Source: an optimization exercise on an open RTL-to-GDS flow (aim: small area and a short achievable clock period). Production flows keep margins and buffers that such runs may drop.
At most, simulation tests tie the RTL to the original design; equivalence was not proved.
Function not checked in run 2: the RTL went through the layout flow alone.
Power is estimated from default activity; no workload was simulated.

**flow/run.sh**
```bash
#!/bin/bash
# synth_recipe.tcl (not shown) runs the flow's synth.tcl, then flattens the netlist and writes it again
# the make line also repeats each setting of config.mk as NAME=value (left out here)
make -C /OpenROAD-flow-scripts/flow DESIGN_CONFIG=/design/flow/config.mk WORK_HOME=/design/flow/orfs CLKGATE_MAP_FILE= SYNTH_SCRIPT=/design/flow/synth_recipe.tcl finish
```
**flow/constraint.sdc**
```tcl
create_clock -name core_clock -period 4.0 [get_ports {clk}]
set_input_delay 0.8000 -clock core_clock [delete_from_list [all_inputs] [get_ports {clk}]]
set_output_delay 0.8000 -clock core_clock [all_outputs]
set_load 0.01 [all_outputs]
```
**flow/design.v**
```verilog
module mem_wb_stage #(
    parameter int ADDR_W = 6,
    parameter int DATA_W = 32
) (
    input  logic              clk,
    input  logic              reset,
    input  logic              stall,
    input  logic [DATA_W-1:0] alu_result_in,
    input  logic [DATA_W-1:0] write_data_in,
    input  logic [4:0]        write_reg_in,
    input  logic              mem_read_in,
    input  logic              mem_write_in,
    input  logic              mem_to_reg_in,
    input  logic              reg_write_in,
    output logic [DATA_W-1:0] wb_data_out,
    output logic [4:0]        wb_reg_out,
    output logic              wb_regwrite_out,
    output logic              mem_fault_out,
    output logic              init_busy_out
);
    localparam int DEPTH = 1 << ADDR_W;
    typedef enum logic {ST_INIT, ST_RUN} state_t;
    state_t              state_q, state_d;
    logic [ADDR_W-1:0]   clr_ptr_q, clr_ptr_d;
    logic [DATA_W-1:0]   ram_q [DEPTH];
    logic [DATA_W-1:0]   wb_data_q, wb_data_d;
    logic [4:0]          wb_reg_q, wb_reg_d;
    logic                wb_regwrite_q, wb_regwrite_d;
    logic                mem_fault_q, mem_fault_d;
    logic [ADDR_W-1:0]   word_idx;
    logic                access;
    logic                fault;
    logic                store_ok;
    logic [DATA_W-1:0]   load_data;
    logic                ram_we;
    logic [ADDR_W-1:0]   ram_waddr;
    logic [DATA_W-1:0]   ram_wdata;
    assign word_idx = alu_result_in[ADDR_W+1:2];
    assign access   = mem_read_in | mem_write_in;
    assign fault    = access && ((alu_result_in[1:0] != 2'b00) ||
                                 (alu_result_in[DATA_W-1:ADDR_W+2] != '0));
    always_comb begin
        state_d       = state_q;
        clr_ptr_d     = clr_ptr_q;
        wb_data_d     = wb_data_q;
        wb_reg_d      = wb_reg_q;
        wb_regwrite_d = wb_regwrite_q;
        mem_fault_d   = mem_fault_q;
        store_ok      = 1'b0;
        load_data     = '0;
        ram_we        = 1'b0;
        ram_waddr     = clr_ptr_q;
        ram_wdata     = '0;
        case (state_q)
            ST_INIT: begin
                ram_we        = 1'b1;
                clr_ptr_d     = clr_ptr_q + ADDR_W'(1);
                wb_data_d     = '0;
                wb_reg_d      = '0;
                wb_regwrite_d = 1'b0;
                mem_fault_d   = 1'b0;
                if (&clr_ptr_q) begin
                    state_d = ST_RUN;
                end
            end
            default: begin
                store_ok  = mem_write_in && !fault && !stall;
                ram_we    = store_ok;
                ram_waddr = word_idx;
                ram_wdata = write_data_in;
                if (!fault) begin
                    load_data = store_ok ? write_data_in : ram_q[word_idx];
                end
                if (!stall) begin
                    wb_data_d     = mem_to_reg_in ? load_data : alu_result_in;
                    wb_reg_d      = write_reg_in;
                    wb_regwrite_d = reg_write_in && !(fault && mem_read_in);
                    mem_fault_d   = fault;
                end
            end
        endcase
    end
    always_ff @(posedge clk) begin
        if (reset) begin
            state_q       <= ST_INIT;
            clr_ptr_q     <= '0;
            wb_data_q     <= '0;
            wb_reg_q      <= '0;
            wb_regwrite_q <= 1'b0;
            mem_fault_q   <= 1'b0;
        end else begin
            state_q       <= state_d;
            clr_ptr_q     <= clr_ptr_d;
            wb_data_q     <= wb_data_d;
            wb_reg_q      <= wb_reg_d;
            wb_regwrite_q <= wb_regwrite_d;
            mem_fault_q   <= mem_fault_d;
        end
    end
    always_ff @(posedge clk) begin
        if (ram_we && !reset) begin
            ram_q[ram_waddr] <= ram_wdata;
        end
    end
    assign wb_data_out     = wb_data_q;
    assign wb_reg_out      = wb_reg_q;
    assign wb_regwrite_out = wb_regwrite_q;
    assign mem_fault_out   = mem_fault_q;
    assign init_busy_out   = (state_q == ST_INIT);
endmodule
```
**flow/config.mk**
```make
export PLATFORM = sky130hd
export DESIGN_NAME = mem_wb_stage
export DESIGN_NICKNAME = mem_wb_stage
export VERILOG_FILES = /design/flow/design.v
export SDC_FILE = /design/flow/constraint.sdc
export NUM_CORES = 4
export LEC_CHECK = 0
export CAP_MARGIN = 20
export CORE_MARGIN = 2
export CORE_UTILIZATION = 40
export SLEW_MARGIN = 20
```
==> results of run 1 <==
[power groups by stage]
stage	registers, mW	clock network, mW	logic, mW
floorplan	24.3	0	1.09
global placement	24.3	0	2.12
detailed placement	24.3	0	2.12
CTS	23.8	20.1	2.13
global route	23.8	20.9	2.20
finish	23.8	19.9	2.14
[sequential cells by signal (all words and copies together) (netlist names)]
signal         count
wb_data_q         32
clr_ptr_q          6
wb_reg_q           5
mem_fault_q        1
state_q            1
wb_regwrite_q      1
ram_q           2048
[per-layer routing]
layer  vias up  wire length, µm  share of wire (%)
met3       427            22100                8.6
met5         -               57              0.022
met4         8            14000                5.4
met1     24000            98900                 38
li1      18300                -                  -
met2      2359           122000                 48
[tightest hold or removal path: stages, from the launching register on]
cell and delay [ns]:
dfxtp_1 0.31, nand2_1 0.06, a21oi_1 0.05
[path summary, 6_finish.rpt]
check                   start       endpoint  slack, ns  depth (start not counted)
max          alu_result_in[2]  wb_data_q[21]       0.38                          9
min             wb_regwrite_q  wb_regwrite_q       0.46                          2
max reg2reg     ram_q[38][21]  wb_data_q[21]       0.90                          5
min reg2reg     wb_regwrite_q  wb_regwrite_q       0.46                          2
[cells by family after synthesis]
| family | after synthesis | synth area share, % |
|---|---|---|
| flops | 2094 | 75.8 |
| mux | 733 | 14.4 |
| compound gates | 579 | 5.06 |
| simple gates | 411 | 2.25 |
| buf+inv | 255 | 2.37 |
| xor+xnor | 3 | 0.0319 |
| fa+ha+maj | 1 | 0.0152 |
[placed cells by master (no fill, tap or decap), types with 13 or more instances in the layout]
| master | count |
|---|---|
| a211oi_1 | 42 |
| a21oi_1 | 79 |
| a221o_1 | 34 |
| a221oi_1 | 110 |
| a22oi_1 | 44 |
| a311oi_1 | 13 |
| and2_4 | 30 |
| buf_12 | 155 |
| buf_4 | 344 |
| bufinv_16 | 26 |
| clkbuf_1 | 47 |
| clkbuf_16 | 209 |
| clkdlybuf4s50_1 | 109 |
| clkinv_1 | 34 |
| clkinv_2 | 40 |
| dfxtp_1 | 45 |
| diode_2 | 19 |
| edfxtp_1 | 2048 |
| mux2i_1 | 371 |
| mux4_1 | 28 |
| mux4_2 | 325 |
| nand2_1 | 124 |
| nand3_1 | 39 |
| nor2_1 | 64 |
| nor2_4 | 66 |
| nor3_1 | 30 |
| o211ai_1 | 15 |
| o21ai_0 | 122 |
| o31ai_1 | 17 |
[cell type report]
type	instances	area (µm²)	area share, %
sequential	2094	62400	63.6
multi-input combinational	1727	18500	18.9
timing repair buffer	614	6840	6.97
clock buffer	259	5450	5.55
tap	2688	3360	3.43
clock inverter	125	1440	1.47
inverter	11	48.8	0.0497
antenna	19	47.5	0.0484
==> impl_metrics.py, run 1 <==
metrics = {
    "synthesis": {
        "ys_seq_area_share_pct": 75.8,
        "synth_ff_type": "edfxtp_1",
        "ys_ff_latch": 2094,
        "netlist_instances": 4076,
        "yosysTopAreaCell": "edfxtp_1",
        "synth_edf_count": 2048,
        "synthTopCellsByArea": "edfxtp_1 75%, mux4_2 8.9%, mux2i_1 4.5%, a221oi_1 1.2%, dfxtp_1 1.1%",
        "synth.distinct_cells": 69,
        "synth.most_common_cell": "edfxtp_1",
        "ys_top_cells_by_count": "2048 x edfxtp_1, 371 x mux2i_1, 325 x mux4_2, 131 x nor2_1, 124 x nand2_1",
        "avgSynthCellArea_um2": 20.2,
        "synth_nets": 4153,
        "synth.top_cell.area_share_pct": 74.7,
        "syn_area_mm2": 0.0823,
        "synth-async-reset-ratio_pct": 0,
        "ys_warn_count": 1,
    },
    "pwr": {
        "swShare_pct": 21.4,
        "internal_power_mw": 36.0,
        "power_mw": 45.8,
        "pwr-share-seq_pct": 51.9,
        "switchingPower_mw": 9.81,
        "powerDensity_mw_per_mm2": 467,
        "ir_drop_mv": 0.493,
        "pwr-share-clk_pct": 43.4,
        "comb_power_share_pct": 4.7,
        "p_leak_nw": 36.2,
    },
    "finish": {
        "drive_above_1_share_pct": 26.2,
        "nets": 4734,
        "fin_cells": 7537,
        "fillers": 16600,
        "fin_area_mm2": 0.0982,
        "final_util_pct": 48.0,
        "syn_to_final_growth_pct": 19.3,
    },
    "setup_path": {
        "cpMostUsedCell": "buf_12",
        "critPathMaxStageDelay_ns": 1.05,
        "path_buf_inv": 4,
        "critPathTopFamily": "simple AND/OR/NAND/NOR gates",
        "cp.required_ns": 4.70,
        "path_class": "in -> reg",
        "arrival_ns": 4.32,
        "slowest_stage": "nor4_1",
        "cp_max_fo": 19,
        "path_cells": "buf_8 > buf_12 > buf_12 > buf_12 > mux4_2 > mux4_2 > and2_1 > nor4_1 > nor3_1",
        "cp-end-kind": "register",
        "startpoint_type": "input port",
    },
    "timing": {
        "worst_slew_pin_slew_ns": 1.17,
        "drv_slew": 0,
        "finalWorstSetupSlack_ns": 0.381,
        "setup_viol": 0,
        "finalClockSkew_ns": 0.0452,
        "post-route-min-period_ns": 3.62,
        "fin_hold_ws_ns": 0.464,
        "maxSlewHeadroom_pct": 20.2,
        "max_freq_mhz": 276,
        "finalCritPeriodShare_pct": 90.5,
        "grt_setup_unrepaired": "false",
        "setup_tns_ns": 0,
        "finalHoldViolCount": 0,
    },
    "die": {
        "pin_count": 116,
        "die_w_um": 458,
        "fp-row-count": 166,
        "start_util_pct": 40.2,
        "core-area_mm2": 0.205,
        "dieArea_mm2": 0.209,
        "die_h_um": 458,
    },
    "global_routing": {
        "use_met2_pct": 38.7,
        "grt_first_pass_wirelength_um": 355000,
        "grt-busiest-layer": "met2",
        "antenna_found_initial": 17,
        "grt-ovfl-total": 0,
        "grt_max_degree": 65,
        "use_met3_pct": 4.30,
        "grt_use_met1_pct": 32.4,
        "groute.usage.overall_pct": 24.3,
        "grt_pass1_vias": 43600,
    },
    "placed_design": {
        "gp_congestion": 0.936,
        "portBuffers": 115,
        "placed_cell_area_mm2": 0.0912,
        "dp_slack_ns": -0.370,
        "place_inst": 7134,
        "dp_hpwl_um": 170000,
    },
    "clock_network": {
        "postCtsSetupRepairBufs": 0,
        "cts.repair.resized": 0,
        "clock_path_buffers": 3,
        "tritoncts": "yes",
        "cts_root_buffer": "clkbuf_16",
        "h-tree-depth": 4,
        "ctsHoldBuffers": 0,
        "cts_made_buffers": 209,
        "clock_latency_ns": 0.87,
        "path_clk_slew_ns": 0.06,
        "cts.sink_count": 2094,
    },
    "flow_run": {
        "cap_violations": 0,
    },
    "detailed_routing": {
        "first_pass_iters": 5,
        "vias": 45100,
        "ant_nets": 0,
        "via_per_inst": 5.98,
        "drc": 0,
        "drtIter0Drc": 6799,
        "routed_wl_um": 257000,
        "routedWlPerCell_um": 34.2,
    },
    "outcome": {
        "status": "no timing/DRC/antenna violations",
    },
    "min_path": {
        "hold_path_class": "reg -> reg",
    },
}
==> run 2, diff against run 1 <==
==> flow/design.v (replaced) <==
module mem_wb_stage #(
    parameter int ADDR_W = 6,
    parameter int DATA_W = 32
) (
    input  logic              clk,
    input  logic              reset,
    input  logic              stall,
    input  logic [DATA_W-1:0] alu_result_in,
    input  logic [DATA_W-1:0] write_data_in,
    input  logic [4:0]        write_reg_in,
    input  logic              mem_read_in,
    input  logic              mem_write_in,
    input  logic              mem_to_reg_in,
    input  logic              reg_write_in,
    output logic [DATA_W-1:0] wb_data_out,
    output logic [4:0]        wb_reg_out,
    output logic              wb_regwrite_out,
    output logic              mem_fault_out,
    output logic              init_busy_out
);
    localparam int DEPTH = 1 << ADDR_W;
    logic                init_q;
    logic [ADDR_W-1:0]   clr_ptr_q;
    logic [DATA_W-1:0]   ram_q [DEPTH];
    logic [DATA_W-1:0]   wb_data_q;
    logic [4:0]          wb_reg_q;
    logic                wb_regwrite_q;
    logic                mem_fault_q;
    logic [ADDR_W-1:0]   word_idx;
    logic                addr_ok;
    logic                fault;
    logic                store_ok;
    logic                store_go;
    logic                fill_go;
    logic [7:0]          idx_lo, idx_hi, ptr_lo, ptr_hi;
    logic [7:0]          wsel_lo, wsel_hi;
    logic [DEPTH-1:0]    wsel;
    logic [DEPTH-1:0]    rsel;
    logic [DATA_W-1:0]   wdata;
    logic [DATA_W-1:0]   rd;
    logic                sel_rd, sel_wd, sel_alu;
    assign word_idx = alu_result_in[ADDR_W+1:2];
    assign addr_ok  = (alu_result_in[1:0] == 2'b00) && (alu_result_in[DATA_W-1:ADDR_W+2] == '0);
    assign fault    = (mem_read_in | mem_write_in) && !addr_ok;
    assign store_ok = mem_write_in && addr_ok && !stall;
    assign store_go = store_ok && !init_q && !reset;
    assign fill_go  = init_q && !reset;
    for (genvar i = 0; i < 8; i++) begin : g_pre
        assign idx_lo[i] = (word_idx[2:0] == 3'(i));
        assign idx_hi[i] = (word_idx[5:3] == 3'(i));
        assign ptr_lo[i] = (clr_ptr_q[2:0] == 3'(i));
        assign ptr_hi[i] = (clr_ptr_q[5:3] == 3'(i));
    end
    assign wsel_lo = init_q ? ptr_lo : idx_lo;
    assign wsel_hi = ({8{fill_go}} & ptr_hi) | ({8{store_go}} & idx_hi);
    assign wdata   = init_q ? '0 : write_data_in;
    for (genvar w = 0; w < DEPTH; w++) begin : g_word
        assign wsel[w] = wsel_hi[w / 8] && wsel_lo[w % 8];
        assign rsel[w] = idx_hi[w / 8] && idx_lo[w % 8];
        always_ff @(posedge clk) begin
            if (wsel[w]) ram_q[w] <= wdata;
        end
    end
    always_comb begin
        rd = '1;
        for (int w = 0; w < DEPTH; w++) begin
            rd = rd & (ram_q[w] | {DATA_W{!rsel[w]}});
        end
    end
    assign sel_alu = !mem_to_reg_in;
    assign sel_wd  = mem_to_reg_in && !fault && store_ok;
    assign sel_rd  = mem_to_reg_in && !fault && !store_ok;
    always_ff @(posedge clk) begin
        if (reset) begin
            init_q    <= 1'b1;
            clr_ptr_q <= '0;
        end else if (init_q) begin
            clr_ptr_q <= clr_ptr_q + ADDR_W'(1);
            if (&clr_ptr_q) init_q <= 1'b0;
        end
    end
    always_ff @(posedge clk) begin
        if (reset || init_q) begin
            wb_data_q     <= '0;
            wb_reg_q      <= '0;
            wb_regwrite_q <= 1'b0;
            mem_fault_q   <= 1'b0;
        end else if (!stall) begin
            wb_data_q     <= ({DATA_W{sel_rd}}  & rd) |
                             ({DATA_W{sel_wd}}  & write_data_in) |
                             ({DATA_W{sel_alu}} & alu_result_in);
            wb_reg_q      <= write_reg_in;
            wb_regwrite_q <= reg_write_in && !(fault && mem_read_in);
            mem_fault_q   <= fault;
        end
    end
    assign wb_data_out     = wb_data_q;
    assign wb_reg_out      = wb_reg_q;
    assign wb_regwrite_out = wb_regwrite_q;
    assign mem_fault_out   = mem_fault_q;
    assign init_busy_out   = init_q;
endmodule
--- a/flow/config.mk
+++ b/flow/config.mk
@@ -7,5 +7,7 @@
 export LEC_CHECK = 0
 export CAP_MARGIN = 20
 export CORE_MARGIN = 2
-export CORE_UTILIZATION = 40
+export CORE_UTILIZATION = 60
+export PLACE_DENSITY = 0.7
+export SETUP_SLACK_MARGIN = 1.5
 export SLEW_MARGIN = 20
==> impl_metrics.py, run 2 <==
metrics = {
    "outcome": {
        "status": "aborted with a tool error",
        "stop_stage": "5_1_grt",
        "error_line": "[ERROR GRT-0232] Routing congestion too high. Check the congestion heatmap in the GUI.",
    },
    "synthesis": {
        "synth_nets": 4537,
        "yosysTopAreaCell": "edfxtp_1",
        "synth.distinct_cells": 77,
        "synthTopCellsByArea": "edfxtp_1 80%, o22ai_1 6.1%, nor4_1 1.2%, dfxtp_1 1.2%, mux2i_1 1.1%",
        "synth.top_cell.area_share_pct": 80.0,
        "netlist_instances": 4455,
        "synth-async-reset-ratio_pct": 0,
        "ys_top_cells_by_count": "2048 x edfxtp_1, 749 x o22ai_1, 216 x nor2_1, 187 x clkbuf_1, 149 x nor4_1",
        "synth.most_common_cell": "edfxtp_1",
        "ys_seq_area_share_pct": 81.2,
        "syn_area_mm2": 0.0769,
        "ys_warn_count": 2,
        "synth_ff_type": "edfxtp_1",
        "avgSynthCellArea_um2": 17.3,
        "ys_ff_latch": 2094,
        "synth_edf_count": 2048,
    },
    "die": {
        "die_w_um": 362,
        "fp-row-count": 131,
        "pin_count": 116,
        "die_h_um": 362,
        "start_util_pct": 60.4,
    },
    "clock_network": {
        "ctsHoldBuffers": 0,
        "cts_made_buffers": 201,
        "h-tree-depth": 4,
        "clock_path_buffers": 3,
        "cts.sink_count": 2094,
        "cts_root_buffer": "clkbuf_16",
    },
    "placed_design": {
        "place_inst": 6646,
        "gp_congestion": 1.04,
        "dp_slack_ns": -0.240,
        "portBuffers": 115,
        "dp_hpwl_um": 235000,
        "placed_cell_area_mm2": 0.0881,
    },
    "global_routing": {
        "grt_max_degree": 65,
        "groute.usage.overall_pct": 77.7,
        "grt-ovfl-total": 13,
    },
    "timing": {
        "worstEpCategory": "register data pin",
        "grt-worst-endpoint": "ram_q[5][19]$_DFFE_PP_/DE",
    },
}
[run 2: logic make-up after synthesis]
| kind of cell | count (synthesis) | synth area share, % |
|---|---|---|
| AND/OR/NAND/NOR | 882 | 6.17 |
| adder cells (fa/ha/maj) | 6 | 0.0977 |
| XOR/XNOR | 3 | 0.0342 |
| AO/OA/AOI/OAI | 1064 | 9.22 |
| multiplexers | 131 | 1.80 |
| buffers and inverters | 275 | 1.47 |
| flip-flops | 2094 | 81.2 |
[run 2: power groups by stage]
| stage | clock network, mW | registers (mW) | logic (mW) |
|---|---|---|---|
| 3_3_place_gp | 0 | 24.3 | 1.56 |
| 2_1_floorplan | 0 | 24.3 | 0.585 |
| 4_1_cts | 18.3 | 23.8 | 1.89 |
| 3_5_place_dp | 0 | 24.3 | 1.56 |
[run 2: per-stage QoR]
stage,setup TNS [ns],util [%]
after global placement,-4.84,69.1
after detailed placement,-1.10,69.2
after CTS,0,81.3
after floorplan,0,-
[run 2: timing repair]
| item | in CTS |
|---|---|
| gates cloned | 102 |
| setup endpoints to repair | 2120 |
| setup buffers | 335 |
| pin swaps | 135 |
| resized for setup | 727 |
[run 2: worst min-delay path by stage]
| stage | startpoint | end | slack [ns] | cells past startpoint |
|---|---|---|---|---|
| detailed placement | wb_regwrite_q | wb_regwrite_q | 0.46 | 2 |
| global placement | wb_regwrite_q | wb_regwrite_q | 0.46 | 2 |
| floorplan | wb_regwrite_q | wb_regwrite_q | 0.49 | 2 |
| CTS | alu_result_in[30] | wb_data_q[30] | 0.25 | 3 |
[run 2: routing by layer]
metal,GRT usage [%],GRT overflow
met5,49.0,1
met4,73.2,5
met3,67.9,0
met2,88.4,6
met1,79.4,1

port drivers added, routing unchanged:
Ports are ideal in the flow. The routed layout listed here was re-timed in OpenROAD. Step 1 assumes that a clkbuf_16 drives the clock port and a buf_2 every other input. Step 2 adds t to the input delays and takes it off the output delays; t is the mean of the earliest and latest rising clock arrival at the registers after step 1. Input paths then give back, and output paths get back, about the clock's delay inside the block. Slacks: no drivers / after step 1 / after step 2; pairs: no drivers / after step 1.
run: run 1
shift t [ns]: 0.942
setup slack, ns: 0.381 / 0.420 / -0.522
hold slack, ns: 0.464 / 0.464 / 0.464
worst register clock-pin slew, ns: 0.07 / 0.07
worst data-port slew with drivers (ns): 0.08
Met with ideal ports but missed after step 2: setup timing in run 1. The setup slack of run 1 moves by +0.039 ns with the drivers and by -0.903 ns with both steps.
